Background: an optimization exercise with open tools, aiming at small area and a short achievable clock period. Do not read the settings as production practice.
At most, simulation tests tie the RTL to the original design; equivalence was not proved.
The clock port is modelled as an ideal driver, which makes a skipped or thinned clock tree look cheaper than it is; a real chip needs a root buffer or a tree.
Power and IR drop assume default switching activity.

==> trial 19 <==
// probe_top
module probe_top #(
	parameter int PROBE_WIDTH  = 16,
	parameter int SAMPLE_BYTES = 128
) (
	input  logic                   mai,
	input  logic                   voltage_idx_reset,
	input  logic                   req,
	input  logic [16:0]            host_in,
	output logic                   ack,
	output logic [7:0]             rdata,
	input  logic [PROBE_WIDTH-1:0] probe_pins
);
	logic [7:0]  pin_sel0, pin_sel1;
	logic [23:0] div;
	logic        arm, idx_rst_e, data_rd_e;
	logic        ready;
	logic        store;
	logic [7:0]  byte0, byte1;
	logic [7:0]  rd_byte;
	probe_regs u_regs (
		.mai               (mai),
		.voltage_idx_reset (voltage_idx_reset),
		.req               (req),
		.host_in           (host_in),
		.ack               (ack),
		.rdata             (rdata),
		.pin_sel0          (pin_sel0),
		.pin_sel1          (pin_sel1),
		.div               (div),
		.arm               (arm),
		.idx_rst_e         (idx_rst_e),
		.data_rd_e         (data_rd_e),
		.ready             (ready),
		.rd_byte           (rd_byte)
	);
	pin_sampler u_sampler (
		.mai               (mai),
  ...
clock: 3.75 ns
lec_check: 0
cap_margin: 20
core_margin: 2
core_utilization: 75
cts_cluster_diameter: 60
cts_cluster_size: 30
place_density: 0.85
setup_slack_margin: 1.9
slew_margin: 20
standard.sh (not shown) runs the stock make flow with config.mk's settings and CLKGATE_MAP_FILE= SYNTH_SCRIPT=/design/flow/synth_recipe.tcl, a recipe that flattens the netlist after the stock synthesis.
==> flow/flow/run.sh <==
#!/bin/bash
# The standard layout, except for the clock tree: after CTS, the clock
# port drives four root buffers, one per quarter of the die, and each of
# them drives the leaf clock buffers of its quarter directly (flow/retree.tcl
# replaces the H-tree's root and branch buffers and CTS's dummy loads).
# Every tool's output goes to a log file of its own in this folder.
set -euo pipefail
results=orfs/results/sky130hd/probe_top/base
OPENROAD=openroad
if [[ -x "$FLOW_HOME/../tools/install/OpenROAD/bin/openroad" ]]; then
  OPENROAD="$FLOW_HOME/../tools/install/OpenROAD/bin/openroad"
fi
bash standard.sh cts > standard_to_cts.log 2>&1
"$OPENROAD" -no_init -exit flow/retree_run.tcl > retree.log 2>&1
touch "$results/4_cts.sdc"
bash standard.sh finish > standard_finish.log 2>&1
Other scripts of this flow, unchanged in this note and not shown: flow/flow/retree.tcl, flow/flow/retree_run.tcl
==> build 73 (differences from trial 19) <==
--- a/flow/design.v
+++ b/flow/design.v
@@ -26,13 +26,15 @@
 	input  logic [7:0] byte1,
 	input  logic       idx_rst_e,
 	input  logic       data_rd_e,
 	output logic [7:0] rd_byte
 );
-	logic [7:0] phi;     
+	logic [7:0] phn;     
 	logic [7:0] rq;      
 	logic [7:0] wp;      
+	logic [7:0] dq;      
+	logic [7:0] pw;      
 	logic       pend;
 	logic [7:0] wb0, wb1;
 	logic       write_now;
 	logic [7:0] ring [256];
 	logic [7:0] wd_lo, wd_hi;
@@ -44,43 +46,62 @@
 	logic [7:0] rq_n;
 	logic [15:0] tsel;    
 	logic        al;      
 	logic [15:0] hen;     
 	assign write_now = pend && (wp[2:0] == 3'd6);
-	assign rq_n = idx_rst_e ? (phi + 8'd1) : data_rd_e ? (rq + 8'd2) : (rq + 8'd1);
+	assign rq_n = idx_rst_e ? phn : data_rd_e ? (rq + 8'd2) : (rq + 8'd1);
 	assign wd_lo = wp[7] ? wb1 : wb0;
 	assign wd_hi = wp[7] ? wb0 : wb1;
-	assign match = pend && (rq[6:0] == wp[6:0]);
+	assign match = pend && (dq[6:0] == 7'd0);
 	always_ff @(posedge mai) begin
 		if (voltage_idx_reset) begin
-			phi  <= '0;
+			phn  <= 8'd1;
 			rq   <= '0;
 			wp   <= '0;
+			dq   <= '0;
+			pw   <= 8'd1;
 			pend <= 1'b0;
 			s1v  <= 1'b0;
 		end else begin
-			phi <= phi + 8'd1;
+			phn <= phn + 8'd1;
 			rq  <= rq_n;
 			if (arm) begin
-				wp   <= phi + 8'd1;
+				wp   <= phn;
 				pend <= 1'b0;
 			end else begin
-				wp <= wp + (write_now ? 8'd2 : 8'd1);
+				wp <= write_now ? {wp[7:3] + 5'd1, 3'd0} : (wp + 8'd1);
 				if (store) pend <= 1'b1;
 				else if (write_now) pend <= 1'b0;
 			end
 			s1v <= al && !match;
+			if (idx_rst_e && arm)
+				dq <= '0;
+			else if (idx_rst_e)
+				dq <= pw - (write_now ? 8'd2 : 8'd1);
+			else if (arm)
+				dq <= dq - pw + (data_rd_e ? 8'd2 : 8'd1);
+			else
+				dq <= dq + {7'd0, data_rd_e} - {7'd0, write_now};
+			pw <= arm ? 8'd1 : (pw - {7'd0, write_now});
 		end
 	end
 	always_ff @(posedge mai) begin
 		if (voltage_idx_reset) begin
 			tsel <= 16'd1;
 			al   <= 1'b0;
 			hen  <= '0;
 		end else begin
-			tsel <= 16'd1 << rq_n[5:2];
-			al   <= (rq_n[1:0] == 2'd3);
+			if (idx_rst_e) begin
+				tsel <= 16'd1 << phn[5:2];
+				al   <= (phn[1:0] == 2'd3);
+			end else if (data_rd_e) begin
+				tsel <= rq[1] ? {tsel[14:0], tsel[15]} : tsel;
+				al   <= (rq[1:0] == 2'd1);
+			end else begin
+				tsel <= (rq[1:0] == 2'd3) ? {tsel[14:0], tsel[15]} : tsel;
+				al   <= (rq[1:0] == 2'd2);
+			end
 			hen  <= (!arm && (wp[2:0] == 3'd5) && (pend || store)) ? (16'd1 << wp[6:3]) : 16'd0;
 		end
 	end
 	always_ff @(posedge mai) begin
 		if (store) begin
@@ -115,23 +136,23 @@
 	always_ff @(posedge mai) begin
 		gsel <= rq[7:6];
 	end
 	always_ff @(posedge mai) begin
 		if (match)
-			rd_byte <= (rq[7] ^ wp[7]) ? wb1 : wb0;
+			rd_byte <= dq[7] ? wb1 : wb0;
 		else if (s1v)
 			rd_byte <= s1[gsel];
 	end
 endmodule
 `default_nettype wire
 `timescale 1ns/1ns
 `default_nettype none
 module pin_sampler (
 	input  logic        mai,
 	input  logic        voltage_idx_reset,
-	input  logic [7:0]  pin_sel0,
-	input  logic [7:0]  pin_sel1,
+	input  logic [15:0] pin_oh0,
+	input  logic [15:0] pin_oh1,
 	input  logic [23:0] div,
 	input  logic        arm,
 	input  logic [15:0] probe_pins,
 	output logic        store,
 	output logic [7:0]  byte0,
@@ -143,12 +164,12 @@
 	logic [23:0] c;
 	logic [9:0]  k;
 	logic [6:0]  sh0, sh1;
 	logic        pin0, pin1;
 	logic        tick;
-	assign pin0 = (pin_sel0[7:4] == 4'd0) && probe_pins[pin_sel0[3:0]];
-	assign pin1 = (pin_sel1[7:4] == 4'd0) && probe_pins[pin_sel1[3:0]];
+	assign pin0 = |(pin_oh0 & probe_pins);
+	assign pin1 = |(pin_oh1 & probe_pins);
 	assign tick  = capturing && ge;
 	assign store = tick && (k[2:0] == 3'd7);
 	assign byte0 = {sh0, pin0};
 	assign byte1 = {sh1, pin1};
 	always_ff @(posedge mai) begin
@@ -195,10 +216,12 @@
 	input  logic [16:0] host_in,
 	output logic        ack,
 	output logic [7:0]  rdata,
 	output logic [7:0]  pin_sel0,
 	output logic [7:0]  pin_sel1,
+	output logic [15:0] pin_oh0,
+	output logic [15:0] pin_oh1,
 	output logic [23:0] div,
 	output logic        arm,
 	output logic        idx_rst_e,
 	output logic        data_rd_e,
 	input  logic        ready,
@@ -212,10 +235,12 @@
 	logic d_ps0, d_ps1, d_dv0, d_dv1, d_dv2, d_rdy, d_dat, d_idx, d_arm;
 	logic f_ps0, f_ps1, f_dv0, f_dv1, f_dv2, f_rdy, f_dat, f_arm, f_idx, f_wr;
 	assign addr  = host_in[16:9];
 	assign wr    = host_in[8];
 	assign wdata = host_in[7:0];
+	logic [15:0] wdata_oh;
+	assign wdata_oh = (wdata[7:4] == 4'd0) ? (16'd1 << wdata[3:0]) : 16'd0;
 	assign idle  = !w1 && !w2 && !a && !d;
 	assign d_ps0 = (addr == REG_PIN_SEL0);
 	assign d_ps1 = (addr == REG_PIN_SEL1);
 	assign d_dv0 = (addr == REG_DIV0);
 	assign d_dv1 = (addr == REG_DIV1);
@@ -256,14 +281,22 @@
 	end
 	always_ff @(posedge mai) begin
 		if (voltage_idx_reset) begin
 			pin_sel0 <= '0;
 			pin_sel1 <= 8'd2;
+			pin_oh0  <= 16'd1;
+			pin_oh1  <= 16'd4;
 			div      <= '0;
 		end else begin
-			if (w2 && f_wr && f_ps0) pin_sel0 <= wdata;
-			if (w2 && f_wr && f_ps1) pin_sel1 <= wdata;
+			if (w2 && f_wr && f_ps0) begin
+				pin_sel0 <= wdata;
+				pin_oh0  <= wdata_oh;
+			end
+			if (w2 && f_wr && f_ps1) begin
+				pin_sel1 <= wdata;
+				pin_oh1  <= wdata_oh;
+			end
 			if (w1 && f_wr && f_dv0) div[7:0]   <= wdata;
 			if (w1 && f_wr && f_dv1) div[15:8]  <= wdata;
 			if (w1 && f_wr && f_dv2) div[23:16] <= wdata;
 		end
 	end
@@ -295,10 +328,11 @@
 	output logic                   ack,
 	output logic [7:0]             rdata,
 	input  logic [PROBE_WIDTH-1:0] probe_pins
 );
 	logic [7:0]  pin_sel0, pin_sel1;
+	logic [15:0] pin_oh0, pin_oh1;
 	logic [23:0] div;
 	logic        arm, idx_rst_e, data_rd_e;
 	logic        ready;
 	logic        store;
 	logic [7:0]  byte0, byte1;
@@ -310,22 +344,24 @@
 		.host_in           (host_in),
 		.ack               (ack),
 		.rdata             (rdata),
 		.pin_sel0          (pin_sel0),
 		.pin_sel1          (pin_sel1),
+		.pin_oh0           (pin_oh0),
+		.pin_oh1           (pin_oh1),
 		.div               (div),
 		.arm               (arm),
 		.idx_rst_e         (idx_rst_e),
 		.data_rd_e         (data_rd_e),
 		.ready             (ready),
 		.rd_byte           (rd_byte)
 	);
 	pin_sampler u_sampler (
 		.mai               (mai),
 		.voltage_idx_reset (voltage_idx_reset),
-		.pin_sel0          (pin_sel0),
-		.pin_sel1          (pin_sel1),
+		.pin_oh0           (pin_oh0),
+		.pin_oh1           (pin_oh1),
 		.div               (div),
 		.arm               (arm),
 		.probe_pins        (probe_pins),
 		.store             (store),
 		.byte0             (byte0),
Settings changed: CTS_CLUSTER_DIAMETER 60 to 50, CTS_CLUSTER_SIZE 30 to 28, SETUP_SLACK_MARGIN 1.9 to 2.0.
==> comparison <==
In build 73 the utilization is higher than in trial 19, by 1.7 points. In build 73 the clock skew is lower than in trial 19, by 9.7 ps. Between trial 19 and build 73, the lower via count is in trial 19 (gap about 13%, measured against build 73). Of build 73 and trial 19, build 73 has the higher combinational power (gap about 55%, measured against trial 19). Of build 73 and trial 19, build 73 has the higher area after synthesis (gap 5.3%, measured against trial 19). Of trial 19 and build 73, build 73 has the higher global-route usage (gap 3.5 points). Of trial 19 and build 73, build 73 has the higher die area (gap 5.0%, measured against build 73). Of trial 19 and build 73, trial 19 has the higher fmax (gap about 30%, measured against build 73). Register-to-register slack: build 73 is lower than trial 19 (610 ps). Against build 73, the sequential power of trial 19 is smaller by about 2%.
==> figures <==
item                                                                                                   trial 19                   build 73
Overall power of the completed layout                                                                 0.03612 W                  0.03919 W
Number of fill cells in the layout                                                                         3565                       3441
Clock group share of total power                                                                          30.1%                      33.2%
#FFs+latches synth                                                                                         2279                       2327
Clock Buffer Count                                                                                           88                        121
Gate count after technology mapping                                                                        3864                       4279
Setup crit end                                                                      u_buffer.tsel[0]$_SDFF_PP1_  u_buffer.dq[5]$_SDFF_PP0_
Proportion of cell area occupied by registers                                                            77.07%                     73.00%
Routed met3 length                                                                                     10.99 mm                   14.31 mm
Switching Fraction                                                                                       20.15%                     21.12%
Number of distinct library cell variants in the gate-level netlist after synthesis                           55                         62
Post-layout nets                                                                                           3974                       4482
Number of buffers inserted to repair setup after CTS                                                         10                         40
Multiplexer fraction of the synthesized cell area                                                        1.835%                     1.145%
Run status                                                                              complete, no violations    complete, no violations
First-iteration detailed-routing DRC count                                                                 3008                       4205
Dpl cells                                                                                                  4750                       5215
R2r setup slk                                                                                           1830 ps                    1210 ps
Global-route wire length before repair                                                                 190.6 mm                   223.4 mm
P_sw                                                                                                 0.007278 W                 0.008275 W
Endpoint of the worst-slack reg-to-reg timing path                                  u_buffer.tsel[0]$_SDFF_PP1_  u_buffer.dq[5]$_SDFF_PP0_
Only the layout flow was run in build 73; the RTL was not checked for function there.

==> static timing again, ports no longer ideal <==
Ports are ideal in the flow. The routed layouts listed here were re-timed in OpenROAD.
Step 1 (the two cells are an assumption about what drives the block):
set clk [get_ports {mai}]
set_driving_cell -lib_cell sky130_fd_sc_hd__clkbuf_16 $clk
set_driving_cell -lib_cell sky130_fd_sc_hd__buf_2 [delete_from_list [all_inputs] $clk]
Step 2, shift: input delay + t, output delay - t, t = (earliest + latest rising clock arrival at the registers) / 2. This alone moves slack from input paths to output paths.
Three values: ideal, step 1, step 2; two values: the first two.
run | shift t [ns] | slack for setup (ns) | hold WS [ns] | worst setup path at the end | worst register clock-pin slew, ns
trial 19 | 0.682 | 1.826 / 1.826 / 1.353 | 0.305 / 0.305 / 0.305 | input to register | 0.11 / 0.11
build 73 | 0.748 | 1.215 / 1.215 / 1.215 | 0.297 / 0.297 / 0.297 | register to register | 0.11 / 0.11
After both steps every run listed still meets setup and hold. The setup slack of trial 19, which loses most, moves by 0.000 ns with the drivers and by -0.473 ns with both steps.
